What follows belongs to an exercise in optimizing a design on an open flow for small area; a production flow would make more cautious choices. In this exercise RTL edits were held to simulation tests only and were not proved equivalent to the original. No activity file was given, so power comes from the tool's default toggle rates.

==> flow/design.v (excerpt) <==
module tracker_top #(
    parameter logic [3:0] R_LO       = 4'd8,
    parameter logic [3:0] R_HI       = 4'd15,
    parameter logic [3:0] G_LO       = 4'd0,
    parameter logic [3:0] G_HI       = 4'd5,
    parameter logic [3:0] B_LO       = 4'd0,
    parameter logic [3:0] B_HI       = 4'd5,
    parameter int         BOX_RADIUS = 15
) (
    input  logic                clk_65mhz,
    input  logic                rst_n,
    input  tracker_pkg::rgb_t   pixel_rgb,   
    input  logic                show_mask,
    input  logic                show_markers,
    output tracker_pkg::h_pos_t pixel_h,
    output tracker_pkg::v_pos_t pixel_v,
    output logic [3:0]          vga_r,
    output logic [3:0]          vga_g,
    output logic [3:0]          vga_b,
    output logic                vga_hs,
    output logic                vga_vs,
    output tracker_pkg::h_pos_t ball_h,
    output tracker_pkg::v_pos_t ball_v,
    output tracker_pkg::h_pos_t target_h,
    output tracker_pkg::v_pos_t target_v,
    output logic                result_valid,
    output logic                ball_low,
    output logic                ball_high,
    output logic                ball_centered
);
==> flow/config.mk <==
export PLATFORM = sky130hd
export DESIGN_NAME = tracker_top
export DESIGN_NICKNAME = tracker_top
export VERILOG_FILES = /design/flow/design.v
export SDC_FILE = /design/flow/constraint.sdc
export NUM_CORES = 4
export LEC_CHECK = 0
export CAP_MARGIN = 20
export CORE_MARGIN = 2
export CORE_UTILIZATION = 60
export CTS_BUF_LIST = sky130_fd_sc_hd__clkbuf_4
export SLEW_MARGIN = 20
==> flow/constraint.sdc <==
create_clock -name core_clock -period 10.0 [get_ports {clk_65mhz}]
set_input_delay 2.0000 -clock core_clock [delete_from_list [all_inputs] [get_ports {clk_65mhz}]]
set_output_delay 2.0000 -clock core_clock [all_outputs]
set_load 0.01 [all_outputs]
run.sh (not shown) runs the stock make flow with config.mk's settings and CLKGATE_MAP_FILE= SYNTH_SCRIPT=/design/flow/synth_recipe.tcl, a recipe that flattens the netlist after the stock synthesis.
==> next run, changes <==
--- a/flow/config.mk
+++ b/flow/config.mk
@@ -8,5 +8,4 @@
 export CAP_MARGIN = 20
 export CORE_MARGIN = 2
-export CORE_UTILIZATION = 60
-export CTS_BUF_LIST = sky130_fd_sc_hd__clkbuf_4
+export CORE_UTILIZATION = 40
 export SLEW_MARGIN = 20
Hold slack improved by 11 ps.
Global-route usage shrinks by 8.3 points.
Count of clock-buffer cells in the layout is lower by 63.
==> next run, changes <==
==> flow/flow/run.sh (new file) <==
#!/bin/bash
# The standard layout, with two changes: the port buffers use the smallest
# buffer cell, and the clock tree clusters up to 16 flip-flops per leaf buffer
# without dummy loads. Each tool's output goes to a log in this folder
# (make's in flow.log; ORFS's per-step logs under orfs/logs/).
set -euo pipefail
export BUFFER_PORTS_ARGS="-buffer_cell sky130_fd_sc_hd__buf_1"
export CTS_ARGS="-sink_clustering_enable -repair_clock_nets -dont_use_dummy_load -buf_list sky130_fd_sc_hd__clkbuf_8 -sink_clustering_size 16 -sink_clustering_max_diameter 80"
bash standard.sh > flow.log 2>&1
==> flow/standard.sh (new file) <==
#!/bin/bash
# synth_recipe.tcl (not shown) runs the flow's synth.tcl, then flattens the netlist and writes it again
# the make line also repeats each setting of config.mk as NAME=value (left out here)
make -C /OpenROAD-flow-scripts/flow DESIGN_CONFIG=/design/flow/config.mk WORK_HOME=/design/flow/orfs CLKGATE_MAP_FILE= SYNTH_SCRIPT=/design/flow/synth_recipe.tcl "${@:-finish}"
--- a/flow/config.mk
+++ b/flow/config.mk
@@ -8,4 +8,4 @@
 export CAP_MARGIN = 20
 export CORE_MARGIN = 2
-export CORE_UTILIZATION = 40
+export CORE_UTILIZATION = 70
 export SLEW_MARGIN = 20
removed: flow/run.sh
Global-route usage goes up by 10 points.
Setup slack loses 35 ps.
Non-clock buffer count goes down by 4.
Utilization goes up by 28 points.
Cell count goes down by 12%.
Critical path depth is unchanged.
Register-to-register slack loses 30 ps.
Total power goes down by 28%.

Another version of the RTL of tracker_top (not shown whole).
Size in the first run: roughly 1,100 cells after synthesis, ~220 flip-flops, about 97 I/O pins, about 0.013 mm² of cells after synthesis.
make LEC_CHECK=0 CAP_MARGIN=20 CORE_MARGIN=2 CORE_UTILIZATION=60 CTS_BUF_LIST=sky130_fd_sc_hd__clkbuf_4 SLEW_MARGIN=20 finish   # period 10.0 ns
Stock flow here: none of the scripts above is used.
The starting point ran to the end with violations: setup timing.
Then changed:
--- a/flow/config.mk
+++ b/flow/config.mk
@@ -9,4 +9,3 @@
 export CORE_MARGIN = 2
-export CORE_UTILIZATION = 60
-export CTS_BUF_LIST = sky130_fd_sc_hd__clkbuf_4
+export CORE_UTILIZATION = 40
 export SLEW_MARGIN = 20
The changed run finished but fails on setup timing.
Combinational power hardly moves.
Clock skew decreases by 29 ps.
Cell area increases by about 0.7%.
Critical path depth increases by 2.
Sequential power barely changes.
Die area increases by 49%.

[afterwards: timing with drivers on the ports]
Ports are ideal in the flow. The routed layouts listed here were re-timed in OpenROAD. Step 1: set_driving_cell puts a clkbuf_16 on clk_65mhz and a buf_2 on each other input, an assumption about the parent block. Step 2 adds t to the input delays and takes it off the output delays; t is the mean of the earliest and latest rising clock arrival at the registers after step 1. Input paths then give back, and output paths get back, about the clock's delay inside the block. Three values: no drivers, after step 1, after step 2; two values: the first two.
run	shift t [ns]	setup slack, ns	worst slew at a driven data input, ns
the first run of note 1	0.743	1.680 / 1.656 / 1.680	0.04
the second run of note 1	0.579	1.661 / 1.661 / 1.661	0.07
the third run of note 1	0.553	1.626 / 1.626 / 1.626	0.04
the first run of note 2	0.732	-0.255 / -0.255 / -0.255	0.04
the second run of note 2	0.576	-0.264 / -0.264 / -0.264	0.04
